What follows belongs to an exercise in optimizing a design on an open flow for small area and a short achievable clock period; a production flow would make more cautious choices.
Function was checked by simulation only, so behaviour that the tests miss may differ from the original.

$ cat flow/run.sh
#!/bin/bash
# synth_recipe.tcl (not shown) runs the flow's synth.tcl, then flattens the netlist and writes it again
# the make line also repeats each setting of config.mk as NAME=value (left out here)
make -C /OpenROAD-flow-scripts/flow DESIGN_CONFIG=/design/flow/config.mk WORK_HOME=/design/flow/orfs CLKGATE_MAP_FILE= SYNTH_SCRIPT=/design/flow/synth_recipe.tcl finish
$ cat flow/config.mk
export PLATFORM = sky130hd
export DESIGN_NAME = fpu_top
export DESIGN_NICKNAME = fpu_top
export VERILOG_FILES = /design/flow/design.v
export SDC_FILE = /design/flow/constraint.sdc
export NUM_CORES = 4
export LEC_CHECK = 0
export CAP_MARGIN = 20
export CORE_MARGIN = 2
export CORE_UTILIZATION = 40
export SLEW_MARGIN = 20
$ cat flow/constraint.sdc
create_clock -name core_clock -period 8.0 [get_ports {clk}]
set_input_delay 1.6000 -clock core_clock [delete_from_list [all_inputs] [get_ports {clk}]]
set_output_delay 1.6000 -clock core_clock [all_outputs]
set_load 0.01 [all_outputs]
$ cat flow/design.v
`default_nettype none
package fpu_pkg;
	typedef logic [31:0] fp32_t;	 
	typedef logic [31:0] int32_t;	 
	typedef logic [7:0]  exp_t;	 
	typedef logic [22:0] frac_t;	 
	typedef logic [23:0] sig_t;	 
	localparam exp_t EXP_MAX  = 8'd255;
	localparam exp_t EXP_BIAS = 8'd127;
	localparam int LATENCY = 3;
	typedef struct packed {
		logic [5:0] op1;	 
		logic [4:0] fmt;	 
		logic [5:0] op2;	 
	} instr_t;
	typedef struct packed {
		logic invalid_op;
		logic nan;
		logic ovf;
	} fpu_exc_t;
	typedef enum logic [2:0] {
		OP_IDLE,
		OP_ABS,
		OP_NEG,
		OP_FLOOR,
		OP_FTOI,
		OP_ITOF,
		OP_INVALID
	} op_t;
	localparam logic [5:0] OP1_COP1    = 6'b010001;
	localparam logic [4:0] FMT_S       = 5'b10000;
	localparam logic [4:0] FMT_W_FTOI  = 5'b00000;
	localparam logic [4:0] FMT_ITOF    = 5'b00100;
	localparam logic [5:0] FUNCT_ABS   = 6'b000101;
	localparam logic [5:0] FUNCT_NEG   = 6'b000111;
	localparam logic [5:0] FUNCT_FLOOR = 6'b001111;
	localparam logic [5:0] FUNCT_CVT   = 6'b000000;
endpackage
`default_nettype wire
`default_nettype none
module fpu_ftoi (
	input  wire      clk,
	input  wire      rstn,
	input       fpu_pkg::fp32_t x,
	output fpu_pkg::int32_t   y,
	output fpu_pkg::fpu_exc_t flags
);
	localparam fpu_pkg::exp_t EXP_HALF    = fpu_pkg::EXP_BIAS - 8'd1;	 
	localparam fpu_pkg::exp_t EXP_INT_TOP = fpu_pkg::EXP_BIAS + 8'd31;	 
	fpu_pkg::exp_t        e;
	fpu_pkg::sig_t        sig;
	logic        is_nan;
	logic [55:0] aligned;
	logic [32:0] rounded;
	fpu_pkg::int32_t      y_d;
	fpu_pkg::fpu_exc_t    flags_d;
	assign e      = x[30:23];
	assign sig    = {1'b1, x[22:0]};	 
	assign is_nan = (e == fpu_pkg::EXP_MAX) && (x[22:0] != '0);
	always_comb begin
		if (e == EXP_HALF) begin
			aligned = {32'd0, sig};
		end else begin
			aligned = {31'd0, sig, 1'b0} << (e - fpu_pkg::EXP_BIAS);
		end
	end
	assign rounded = {1'b0, aligned[55:24]} + {32'd0, aligned[23]};
	always_comb begin
		y_d     = '0;
		flags_d = '0;
		if (is_nan) begin
			flags_d.nan = 1'b1;
		end else if (e > EXP_INT_TOP) begin
			flags_d.ovf = 1'b1;	 
		end else if (e >= EXP_HALF) begin
			if (x[31] && rounded == {2'b01, 31'd0}) begin
				y_d = {1'b1, 31'd0};	 
			end else if (rounded[32:31] != 2'b00) begin
				flags_d.ovf = 1'b1;
			end else if (x[31]) begin
				y_d = ~rounded[31:0] + 32'd1;
			end else begin
				y_d = rounded[31:0];
			end
		end
	end
	always_ff @(posedge clk) begin
		if (!rstn) begin
			y     <= '0;
			flags <= '0;
		end else begin
			y     <= y_d;
			flags <= flags_d;
		end
	end
endmodule
`default_nettype wire
`default_nettype none
module fpu_itof (
	input  wire         clk,
	input  wire         rstn,
	input       fpu_pkg::int32_t x,
	output fpu_pkg::fp32_t       y
);
	fpu_pkg::int32_t      mag;
	logic [4:0]  lead;
	logic [31:0] norm;
	fpu_pkg::sig_t        sig;
	logic        guard;
	logic        sticky;
	logic        round_up;
	logic [24:0] sum;
	fpu_pkg::exp_t        e;
	fpu_pkg::frac_t       frac;
	fpu_pkg::fp32_t       y_d;
	assign mag = x[31] ? ~x + 32'd1 : x;
	always_comb begin
		lead = '0;
		for (int i = 0; i < 32; i++) begin
			if (mag[i]) begin
				lead = 5'(i);
			end
		end
	end
	assign norm = mag << (5'd31 - lead);
	assign sig      = norm[31:8];
	assign guard    = norm[7];
	assign sticky   = |norm[6:0];
	assign round_up = guard & (sig[0] | sticky);
	assign sum = {1'b0, sig} + {24'd0, round_up};	 
	assign frac = sum[22:0];
	assign e    = fpu_pkg::EXP_BIAS + {3'd0, lead} + {7'd0, sum[24]};
	assign y_d = (x == '0) ? '0 : {x[31], e, frac};	 
	always_ff @(posedge clk) begin
		if (!rstn) begin
			y <= '0;
		end else begin
			y <= y_d;
		end
	end
endmodule
`default_nettype wire
`default_nettype none
module fpu_floor (
	input  wire        clk,
	input  wire        rstn,
	input       fpu_pkg::fp32_t x,
	output fpu_pkg::fp32_t      y
);
	localparam fpu_pkg::exp_t EXP_INT = fpu_pkg::EXP_BIAS + 8'd23;
	fpu_pkg::exp_t        e;
	fpu_pkg::frac_t       frac;
	logic        is_nan;
	logic [4:0]  shamt;
	logic [45:0] aligned;
	logic        has_frac;
	logic [23:0] int_part;
	logic [46:0] restored;
	fpu_pkg::exp_t        e_out;
	fpu_pkg::fp32_t       y_d;
	assign e      = x[30:23];
	assign frac   = x[22:0];
	assign is_nan = (e == fpu_pkg::EXP_MAX) && (frac != '0);
	assign shamt = 5'(e - fpu_pkg::EXP_BIAS);	 
	assign aligned  = {23'd1, frac} << shamt;
	assign has_frac = |aligned[22:0];
	assign int_part = {1'b0, aligned[45:23]} + {23'd0, x[31] & has_frac};
	assign restored = {int_part, 23'd0} >> shamt;
	assign e_out    = e + {7'd0, restored[24]};
	always_comb begin
		if (is_nan) begin
			y_d = {x[31], fpu_pkg::EXP_MAX, 1'b1, frac[21:0]};	 
		end else if (e >= EXP_INT) begin
			y_d = x;	 
		end else if (e < fpu_pkg::EXP_BIAS) begin
			if (x[31] && x[30:0] != '0) begin
				y_d = {1'b1, fpu_pkg::EXP_BIAS, 23'd0};	 
			end else begin
				y_d = {x[31], 31'd0};
			end
		end else begin
			y_d = {x[31], e_out, restored[22:0]};
		end
	end
	always_ff @(posedge clk) begin
		if (!rstn) begin
			y <= '0;
		end else begin
			y <= y_d;
		end
	end
endmodule
`default_nettype wire
`default_nettype none
module fpu_result_select #(
	parameter int OUT_STAGES = 2
) (
	input  wire           clk,
	input  wire           rstn,
	input       fpu_pkg::instr_t   instr,
	input       fpu_pkg::fp32_t    x1,
	input       fpu_pkg::int32_t   ftoi_y,
	input       fpu_pkg::fpu_exc_t ftoi_flags,
	input       fpu_pkg::fp32_t    itof_y,
	input       fpu_pkg::fp32_t    floor_y,
	output fpu_pkg::fp32_t         y,
	output fpu_pkg::fpu_exc_t      exc
);
	typedef struct packed {
		fpu_pkg::fp32_t    y;
		fpu_pkg::fpu_exc_t exc;
	} result_t;
	fpu_pkg::op_t     op_d;
	fpu_pkg::op_t     op_q;
	fpu_pkg::fp32_t   sign_d;
	fpu_pkg::fp32_t   sign_q;
	result_t sel;
	logic [OUT_STAGES-1:0][34:0] out_q;	 
	function automatic fpu_pkg::op_t decode(fpu_pkg::instr_t i);
		fpu_pkg::op_t op;
		op = fpu_pkg::OP_INVALID;
		if (i.op1 == fpu_pkg::OP1_COP1) begin
			if (i.fmt == fpu_pkg::FMT_S) begin
				case (i.op2)
					fpu_pkg::FUNCT_ABS:   op = fpu_pkg::OP_ABS;
					fpu_pkg::FUNCT_NEG:   op = fpu_pkg::OP_NEG;
					fpu_pkg::FUNCT_FLOOR: op = fpu_pkg::OP_FLOOR;
					default:     op = fpu_pkg::OP_INVALID;
				endcase
			end else if (i.fmt == fpu_pkg::FMT_W_FTOI && i.op2 == fpu_pkg::FUNCT_CVT) begin
				op = fpu_pkg::OP_FTOI;
			end else if (i.fmt == fpu_pkg::FMT_ITOF && i.op2 == fpu_pkg::FUNCT_CVT) begin
				op = fpu_pkg::OP_ITOF;
			end
		end
		decode = op;
	endfunction
	assign op_d = decode(instr);
	assign sign_d = (op_d == fpu_pkg::OP_NEG) ? {~x1[31], x1[30:0]} : {1'b0, x1[30:0]};
	always_ff @(posedge clk) begin
		if (!rstn) begin
			op_q   <= fpu_pkg::OP_IDLE;
			sign_q <= '0;
		end else begin
			op_q   <= op_d;
			sign_q <= sign_d;
		end
	end
	always_comb begin
		sel = '0;	 
		case (op_q)
			fpu_pkg::OP_ABS, fpu_pkg::OP_NEG: sel.y = sign_q;
			fpu_pkg::OP_FLOOR:       sel.y = floor_y;
			fpu_pkg::OP_FTOI: begin
				sel.y   = ftoi_y;
				sel.exc = ftoi_flags;	 
			end
			fpu_pkg::OP_ITOF:        sel.y = itof_y;
			fpu_pkg::OP_INVALID:     sel.exc.invalid_op = 1'b1;
			default:        sel = '0;
		endcase
	end
	always_ff @(posedge clk) begin
		if (!rstn) begin
			for (int i = 0; i < OUT_STAGES; i++) begin
				out_q[i] <= '0;
			end
		end else begin
			out_q[0] <= sel;
			for (int i = 1; i < OUT_STAGES; i++) begin
				out_q[i] <= out_q[i-1];
			end
		end
	end
	result_t last;
	assign last = out_q[OUT_STAGES-1];
	assign y    = last.y;
	assign exc  = last.exc;
endmodule
`default_nettype wire
`default_nettype none
module fpu_top (
	input  wire         clk,
	input  wire         rstn,
	input       fpu_pkg::instr_t instr,
	input       fpu_pkg::fp32_t  x1,	 
	input       fpu_pkg::int32_t x2,	 
	output fpu_pkg::fp32_t       y,
	output fpu_pkg::fpu_exc_t    exc
);
	fpu_pkg::int32_t   ftoi_y;
	fpu_pkg::fpu_exc_t ftoi_flags;
	fpu_pkg::fp32_t    itof_y;
	fpu_pkg::fp32_t    floor_y;
	fpu_ftoi u_ftoi (
		.clk   (clk),
		.rstn  (rstn),
		.x     (x1),
		.y     (ftoi_y),
		.flags (ftoi_flags)
	);
	fpu_itof u_itof (
		.clk  (clk),
		.rstn (rstn),
		.x    (x2),
		.y    (itof_y)
	);
	fpu_floor u_floor (
		.clk  (clk),
		.rstn (rstn),
		.x    (x1),
		.y    (floor_y)
	);
	fpu_result_select #(
		.OUT_STAGES (fpu_pkg::LATENCY - 1)
	) u_select (
		.clk        (clk),
		.rstn       (rstn),
		.instr      (instr),
		.x1         (x1),
		.ftoi_y     (ftoi_y),
		.ftoi_flags (ftoi_flags),
		.itof_y     (itof_y),
		.floor_y    (floor_y),
		.y          (y),
		.exc        (exc)
	);
endmodule
`default_nettype wire
==> flow_summary.ini <==
[status]
status = complete, no violations

[floorplanning]
die_x_um = 217.2
die-area_um2 = 47190
ios = 118
row_count = 78
coreArea_um2 = 45090
initial_core_util_pct = 40.33
die_h_um = 217.2

[clock_tree]
ctsHtreeMaxLevel = 1
postCtsSetupBuffers = 0
hold_buffers = 0
clk_pin_slew_ps = 60
cts_buffer_depth = 3
cts_resized = 0
clk_latency_ps = 480
cts_tree = yes
cts_buffers = 20
clock-sinks = 203
root_buffer = clkbuf_16

[synth]
synth-edff-count = 0
ys_seq_area_share_pct = 22.35
async_flop_share_pct = 0
synth_cell_types = 126
syn_inst = 2349
ys_warn_count = 4
syn-num-nets = 2445
ys.flop_type = dfxtp_1
synth_area_um2 = 18190
synth_top_area_share_pct = 22.35
yosys.area.top_type = dfxtp_1
yosys-top-cells-area = dfxtp_1 22%, nor2_1 5.4%, nand2_1 4.3%, mux2i_1 4.2%, xnor2_1 3.6%
ys_ff_latch = 203
syn_avg_cell_area_um2 = 7.742

[pwr]
clkPwrFrac_pct = 25.8
power_density_nw_per_um2 = 167.9
internal-power_mw = 2.227
p_leak_nw = 7.926
fin_total_pwr_mw = 3.602
p_sw_mw = 1.375
ir_drop_mv = 0.1184
p_sw_share_pct = 38.18
share_comb_of_total_power_pct = 44.2
p_seq_share_pct = 30.1

[grt]
gr-total-overflow = 0
grt_max_degree = 90
grt_pass1_wl_mm = 116.5
grt_pass1_vias = 18340
grt_use_total_pct = 31.77
antenna_found_initial = 0

[worst_setup_path]
crit_family = compound AO/OA/AOI/OAI gates
r2r_start = u_select.op_q[0]$_SDFF_PN0_
r2r_cells = 6
cpMaxStageDelayCell = or4_1
cp-startpoint = x1[24]
slowest_delay_ps = 590
cp_common_cell = ha_1
critPathMaxFanout = 30
crit_required_ps = 8370
critPathArrivalTime_ps = 7880
worstSetupEndpointType = flop
reg2reg_slack_ps = 6040
crit_type = primary input to flop
cp.buffers_inverters = 3
cp.depth = 26
endpoint = u_floor.y[27]$_SDFF_PN0_
rr_endpoint = u_select.out_q[32]$_SDFF_PN0_
startpoint_type = primary input

[layout]
syn2layout_area_growth_pct = 17.99
fin_area_um2 = 21460
layout-drive-gt1-share_pct = 17.18
final_core_util_pct = 47.59
fillers = 4494
final_nets = 2591

[route]
drtIter0Drc = 2599
drtPass1Iterations = 8
drc = 0
routed_wl_mm = 77.34
viasPerCell = 6.421
vias = 19940
ant_nets = 0
wl_per_cell_um = 24.91

[place]
place.gp.congestion = 1.012
numPortBuffers = 117
placed_cell_area_um2 = 20810
hpwl_mm = 61.29

[hold_path]
hold_class = flop to flop
hold_depth = 1

[timing]
tightestPinTransition_ps = 1017
setup_tns_ps = 0
drv_slew = 0
setup_violations = 0
skew_ps = 13.66
max_slew_margin_pct = 31.76
rsz0062_at_grt = no
post-route-min-period_ps = 7516
fin_crit_sh_pct = 93.95
fmax_mhz = 133.1
finalHoldViolations = 0

[job]
maxCapViolCount = 0
[cells by family after synthesis]
group | share of synthesized area [%]
mux | 10.69
buf+inv | 6.557
simple gates | 28.11
flops | 22.35
compound gates | 25.59
xor+xnor | 5.814
fa+ha+maj | 0.8944
[synth_stat cells (29+ instances only)]
cell	instances
nor2_1	264
nand2_1	210
dfxtp_1	203
clkbuf_1	123
o21ai_0	114
a21oi_1	110
nand3_1	91
and2_1	87
nor3_1	84
mux2i_1	77
xnor2_1	74
mux2_2	49
nor4_1	45
xor2_1	43
buf_4	42
a31oi_1	34
a222oi_1	32
o211ai_1	31
nand4_1	30
and3_1	29
[layer usage]
layer  up-vias  GRT usage (%)  part of all wire [%]
met5         -              0                     0
li1       9075              -                     -
met2      1109          47.37                    42
met4         0          8.858                   3.0
met3       148          3.746                   8.7
met1      9604          47.73                    46
[through the flow]
stage	setup slack, ps	hold WS [ps]	std cells
after detailed placement	193.1	418.9	3073
after CTS	659.3	415.9	3103
after global routing	120.6	450.6	3103
after global placement	225.4	417.2	3073
final	484.0	419.7	3105
after floorplan	89.51	411.9	2349
[how the worst min path moves through the flow]
| stage | start | to | slack [ps] |
|---|---|---|---|
| 6_report | u_select.out_q[32]$_SDFF_PN0_ | u_select.out_q[67]$_SDFF_PN0_ | 420 |
| 5_1_grt | u_select.out_q[19]$_SDFF_PN0_ | u_select.out_q[54]$_SDFF_PN0_ | 450 |
| 4_1_cts | u_select.out_q[32]$_SDFF_PN0_ | u_select.out_q[67]$_SDFF_PN0_ | 420 |
| 3_5_place_dp | u_select.out_q[16]$_SDFF_PN0_ | u_select.out_q[51]$_SDFF_PN0_ | 420 |
| 3_3_place_gp | u_select.out_q[27]$_SDFF_PN0_ | u_select.out_q[62]$_SDFF_PN0_ | 420 |
| 2_1_floorplan | u_select.out_q[0]$_SDFF_PN0_ | u_select.out_q[35]$_SDFF_PN0_ | 410 |
[layout by cell type (no fill, tap or decap), types with 24 or more instances in the layout]
cell             instances
a222oi_1                32
nor2_1                 262
mux2i_1                 77
o31ai_1                 24
a211oi_1                25
o211ai_1                31
mux2_2                  49
and2_1                  87
dfxtp_1                203
a21oi_1                110
mux4_2                  25
nand4_1                 30
and3_1                  29
clkdlybuf4s50_1        114
nand2_1                209
a31oi_1                 34
nand3_1                 91
nor4_1                  44
o21ai_0                114
buf_4                  221
xor2_1                  42
xnor2_1                 71
nor3_1                  84
[final cells by class]
| class | count | area, µm² | area share [%] |
|---|---|---|---|
| multi-input cells | 1903 | 13010 | 60.64 |
| flip-flops and latches | 203 | 4064 | 18.94 |
| repair buffers | 341 | 2875 | 13.40 |
| well taps | 600 | 750.7 | 3.499 |
| clock buffers | 25 | 570.5 | 2.659 |
| inverters | 26 | 102.6 | 0.4781 |
| clock inverters | 5 | 77.57 | 0.3615 |
| diodes | 2 | 5.005 | 0.02332 |
[power by group through the flow]
| stage | clock (mW) | sequential, mW | combinational (mW) |
|---|---|---|---|
| 2_1_floorplan | 0 | 1.09 | 0.944 |
| 3_3_place_gp | 0 | 1.10 | 1.54 |
| 3_5_place_dp | 0 | 1.10 | 1.53 |
| 4_1_cts | 0.938 | 1.08 | 1.54 |
| 5_1_grt | 0.975 | 1.09 | 1.69 |
| 6_report | 0.928 | 1.08 | 1.59 |
[state kept, by name (all words and copies together) (netlist names)]
signal	count
u_floor.y	32
u_select.sign_q	32
u_select.out_q	70
u_select.op_q	3
u_itof.y	32
u_ftoi.y	32
u_ftoi.flags	2

[what the ideal ports hide]
No port has a modelled driver above. Below, the same layout with a new extraction and two added sets of constraints. Step 1: set_driving_cell puts a clkbuf_16 on clk and a buf_2 on each other input, an assumption about the parent block. Step 2 moves the port delays by t, midway between the first and last clock arrival at a register: inputs arrive t later, outputs are due t later. That takes back most of the time a late clock gives input paths. Slacks: ideal / step 1 / step 2; pairs: ideal / step 1.
t, ns: 0.518
setup slack, ns: 0.484 / 0.464 / -0.054
clock arrival spread, ns: 0.014 / 0.014
worst slew at a driven data input, ns: 0.08
Met with ideal ports but missed after step 2: setup timing in this run. For this run, drivers alone change the setup slack by -0.020 ns; drivers and shift together by -0.538 ns.
